This design comes from an exercise in tuning for small area, a short achievable clock period and few clock cycles on the open sky130 flow, not from production work. At most, simulation tests tie the RTL to the original design; equivalence was not proved. No activity file was given, so power comes from the tool's default toggle rates.

## run B
==> flow/design.v (excerpt) <==
module ntwrk_size_tracker
#(
    parameter int NUM_CONNS  = 8,
    parameter int NUM_POINTS = 1000,
    parameter int SIZE_W     = $clog2(NUM_POINTS) + 1,
    parameter int TOP_K      = 3,
    parameter int PROD_W     = SIZE_W * TOP_K
) (
    input  logic              clk,
    input  logic              rst,
    input  logic              cmd_vld,
    output logic              cmd_rdy,
    input  ntwrk_size_pkg::ntwrk_size_cmd_t cmd,
    output logic              rsp_vld,
    input  logic              rsp_rdy,
    output logic [PROD_W-1:0] rsp_data,
    output logic              rsp_is_prod,
    output logic              busy,
    output logic              err
);
Settings: LEC_CHECK=0, CAP_MARGIN=20, CORE_MARGIN=2, CORE_UTILIZATION=40, SETUP_SLACK_MARGIN=4.5, SLEW_MARGIN=20; clock period 10.0 ns.
run.sh (not shown) runs the stock make flow with config.mk's settings and CLKGATE_MAP_FILE= SYNTH_SCRIPT=/design/flow/synth_recipe.tcl, a recipe that flattens the netlist after the stock synthesis.
Testbench counts of run B, summed over its fixed seeds: cycles 5,894.
Edits applied to the flow inputs when going from run B to run D:
--- a/flow/design.v
+++ b/flow/design.v
@@ -46,20 +46,18 @@
     logic [W-1:0] size_q [N];
     logic [N-1:0] vld;
     logic         err_q;
     logic         rdy_q;
     logic         pend_q, pend_upd_q;
     eng_e         eng_q;
     logic [W-1:0] t0_q, t1_q, t2_q;
     logic [N-1:0] excl_q;
     logic         ebusy_q, dirty_q, pia_q, dup_q;
-    logic         lvv_q;                
-    logic [W-1:0] lv_q;
     logic         ph2_q, first_q;
     logic [1:0]   k_q, msd2_q;
     logic         z0_q, z1_q, z2_q;
     logic         rsp_vld_q, rsp_prod_q;
     logic [PW-1:0] acc_q;
     always_comb for (int i = 0; i < N; i++) vld[i] = |size_q[i];
     logic rsp_free;
     assign rsp_free = !rsp_vld_q || rsp_rdy;
     assign cmd_rdy     = rdy_q;
@@ -189,30 +187,28 @@
     assign c1 = ((ah & q0) | (ah & q1) | (q0 & q1)) << 1;
     assign s2 = s1 ^ c1 ^ q2;
     assign c2 = ((s1 & c1) | (s1 & q2) | (c1 & q2)) << 1;
     assign acc_next = s2 + c2;
     assign mul_go   = (eng_q == E_P3 || eng_q == E_MUL) && (!rsp_vld_q || rsp_rdy);
     assign mul_last = (k_q == 2'd0);
     logic chg, cache_ok;
     assign chg      = |{we_new, we_w, we_clr};
     assign cache_ok = pia_q && !dirty_q;
-    logic idle, free_eng, lk_direct, up_direct, up_start, up_dup, dup_go, lv_go, lv_put, cmd_hold;
+    logic idle, free_eng, lk_direct, up_direct, up_start, up_dup, dup_go, cmd_hold;
     logic pend_lk_go, pend_up_go, pend_up_start;
     assign idle          = (eng_q == E_IDLE);
-    assign free_eng      = idle && !dup_q && !lvv_q;
+    assign free_eng      = idle && !dup_q;
     assign dup_go        = idle && dup_q && rsp_free;
-    assign lv_go         = idle && !dup_q && lvv_q && rsp_free;
     assign lk_direct     = acc_cmd && is_lkp && free_eng && rsp_free;
-    assign lv_put        = acc_cmd && is_lkp && !(free_eng && rsp_free) && !lvv_q;
     assign up_direct     = acc_cmd && is_upd && free_eng && cache_ok && rsp_free;
     assign up_start      = acc_cmd && is_upd && free_eng && !cache_ok;
-    assign up_dup        = acc_cmd && is_upd && !idle && !dirty_q && !dup_q && !lvv_q;
-    assign cmd_hold      = acc_cmd && ((is_lkp && !(free_eng && rsp_free) && lvv_q) ||
+    assign up_dup        = acc_cmd && is_upd && !idle && !dirty_q && !dup_q;
+    assign cmd_hold      = acc_cmd && ((is_lkp && !(free_eng && rsp_free)) ||
                                        (is_upd && !up_dup &&
                                         !(free_eng && (rsp_free || !cache_ok))));
     assign pend_lk_go    = pend_q && !pend_upd_q && free_eng && rsp_free;
     assign pend_up_go    = pend_q &&  pend_upd_q && free_eng && cache_ok && rsp_free;
     assign pend_up_start = pend_q &&  pend_upd_q && free_eng && !cache_ok;
     eng_e eng_d;
     logic pend_d;
     always_comb begin
         eng_d = eng_q;
@@ -235,49 +231,45 @@
             pend_q     <= 1'b0;
             pend_upd_q <= 1'b0;
             eng_q      <= E_IDLE;
             ebusy_q    <= 1'b0;
             ph2_q      <= 1'b0;
             first_q    <= 1'b1;
             dirty_q    <= 1'b1;
             pia_q      <= 1'b0;
             dup_q      <= 1'b0;
-            lvv_q      <= 1'b0;
             rsp_vld_q  <= 1'b0;
             rsp_prod_q <= 1'b0;
         end else begin
             for (int i = 0; i < N; i++) begin
                 if (we_new[i])      size_q[i] <= W'(2);
                 else if (we_w[i])   size_q[i] <= wdata;
                 else if (we_clr[i]) size_q[i] <= '0;
             end
             if (acc_cmd && cmd_err) err_q <= 1'b1;
             pend_q <= pend_d;
             if (up_dup) dup_q <= 1'b1;
             else if (dup_go) dup_q <= 1'b0;
-            if (lv_put) lvv_q <= 1'b1;
-            else if (lv_go) lvv_q <= 1'b0;
             if (cmd_hold) pend_upd_q <= is_upd;
             rdy_q  <= !pend_d && (eng_d != E_P2);
             eng_q   <= eng_d;
             ebusy_q <= (eng_d != E_IDLE) || (pend_d && !(cmd_hold ? is_upd : pend_upd_q));
             if (chg) dirty_q <= 1'b1;
             else if (eng_d == E_P2 && idle) dirty_q <= 1'b0;
             if (mul_go) begin
                 first_q <= mul_last;
                 if (mul_last) ph2_q <= !ph2_q;
             end
-            if (lk_direct || pend_lk_go || lv_go) begin
+            if (lk_direct || pend_lk_go) begin
                 rsp_prod_q <= 1'b0;
                 rsp_vld_q  <= 1'b1;
                 pia_q      <= 1'b0;
             dup_q      <= 1'b0;
-            lvv_q      <= 1'b0;
             end else if ((mul_go && mul_last && ph2_q) || up_direct || pend_up_go || dup_go) begin
                 rsp_prod_q <= 1'b1;
                 rsp_vld_q  <= 1'b1;
                 pia_q      <= 1'b1;
             end else if (rsp_rdy) begin
                 rsp_vld_q  <= 1'b0;
             end
         end
     end
@@ -306,15 +298,13 @@
         if (mul_go) begin
             acc_q <= acc_next;
             k_q   <= k_q - 2'd1;
             if (mul_last && !ph2_q) begin
                 t0_q <= acc_next[W-1:0];
                 t1_q <= acc_next[2*W-1:W];
                 k_q  <= (eng_q == E_P3) ? msd_t : msd2_q;
             end
         end
-        if (lv_put)     lv_q  <= lk_val;
         if (lk_direct)  acc_q <= PW'(lk_val);
-        if (lv_go)      acc_q <= PW'(lv_q);
         if (pend_lk_go) acc_q <= PW'(k3[W] ? k3[W-1:0] : '0);
     end
 endmodule
--- outcome ---
- [run D vs run B] slew of the pin with the lowest slew margin: higher in run D
- Summary of run D over run B: post-detailed-placement cell area -260 µm², largest fanout on the critical path +2, flip-flop and latch count -12, placeable core area -about 0.9%.
- Comparing run D against run B, there is no change at all in length in cells of the worst reg-to-reg path.
- Compared to run B, run D has global-route usage 0.96 points lower.
- NOTE pin count of the biggest net entering global routing run B->run D increased by more than 10%
- Going from run B to run D, area enclosed by the die boundary has decreased; routed wire length has decreased; proportion of power drawn by the clock network has increased.
- Est. power | run D vs run B | run D lower
- Side by side, wire length of the first global-routing pass turned out lower in run D than in run B.
Function not checked in run D: the RTL went through the layout flow alone.

[port drivers added, routing unchanged]
The results above use ideal ports. As a check the final layouts listed here were re-extracted and re-timed, cells and wires unchanged. Step 1: set_driving_cell puts a clkbuf_16 on clk and a buf_2 on each other input, an assumption about the parent block. Step 2 also shifts input and output timing later by t, the mid clock arrival at the registers, as if the neighbouring blocks saw the same clock. Slacks: no drivers / after step 1 / after step 2; pairs: no drivers / after step 1.
run | t, ns | setup WS [ns] | worst register clock-pin slew, ns | worst slew at a driven data input, ns
run B | 0.559 | 4.507 / 4.507 / 4.064 | 0.08 / 0.08 | 0.07
run D | 0.518 | 4.473 / 4.465 / 3.947 | 0.08 / 0.08 | 0.06
After both steps every run listed still meets setup and hold. The setup slack of run D, which loses most, moves by -0.008 ns with the drivers and by -0.526 ns with both steps.
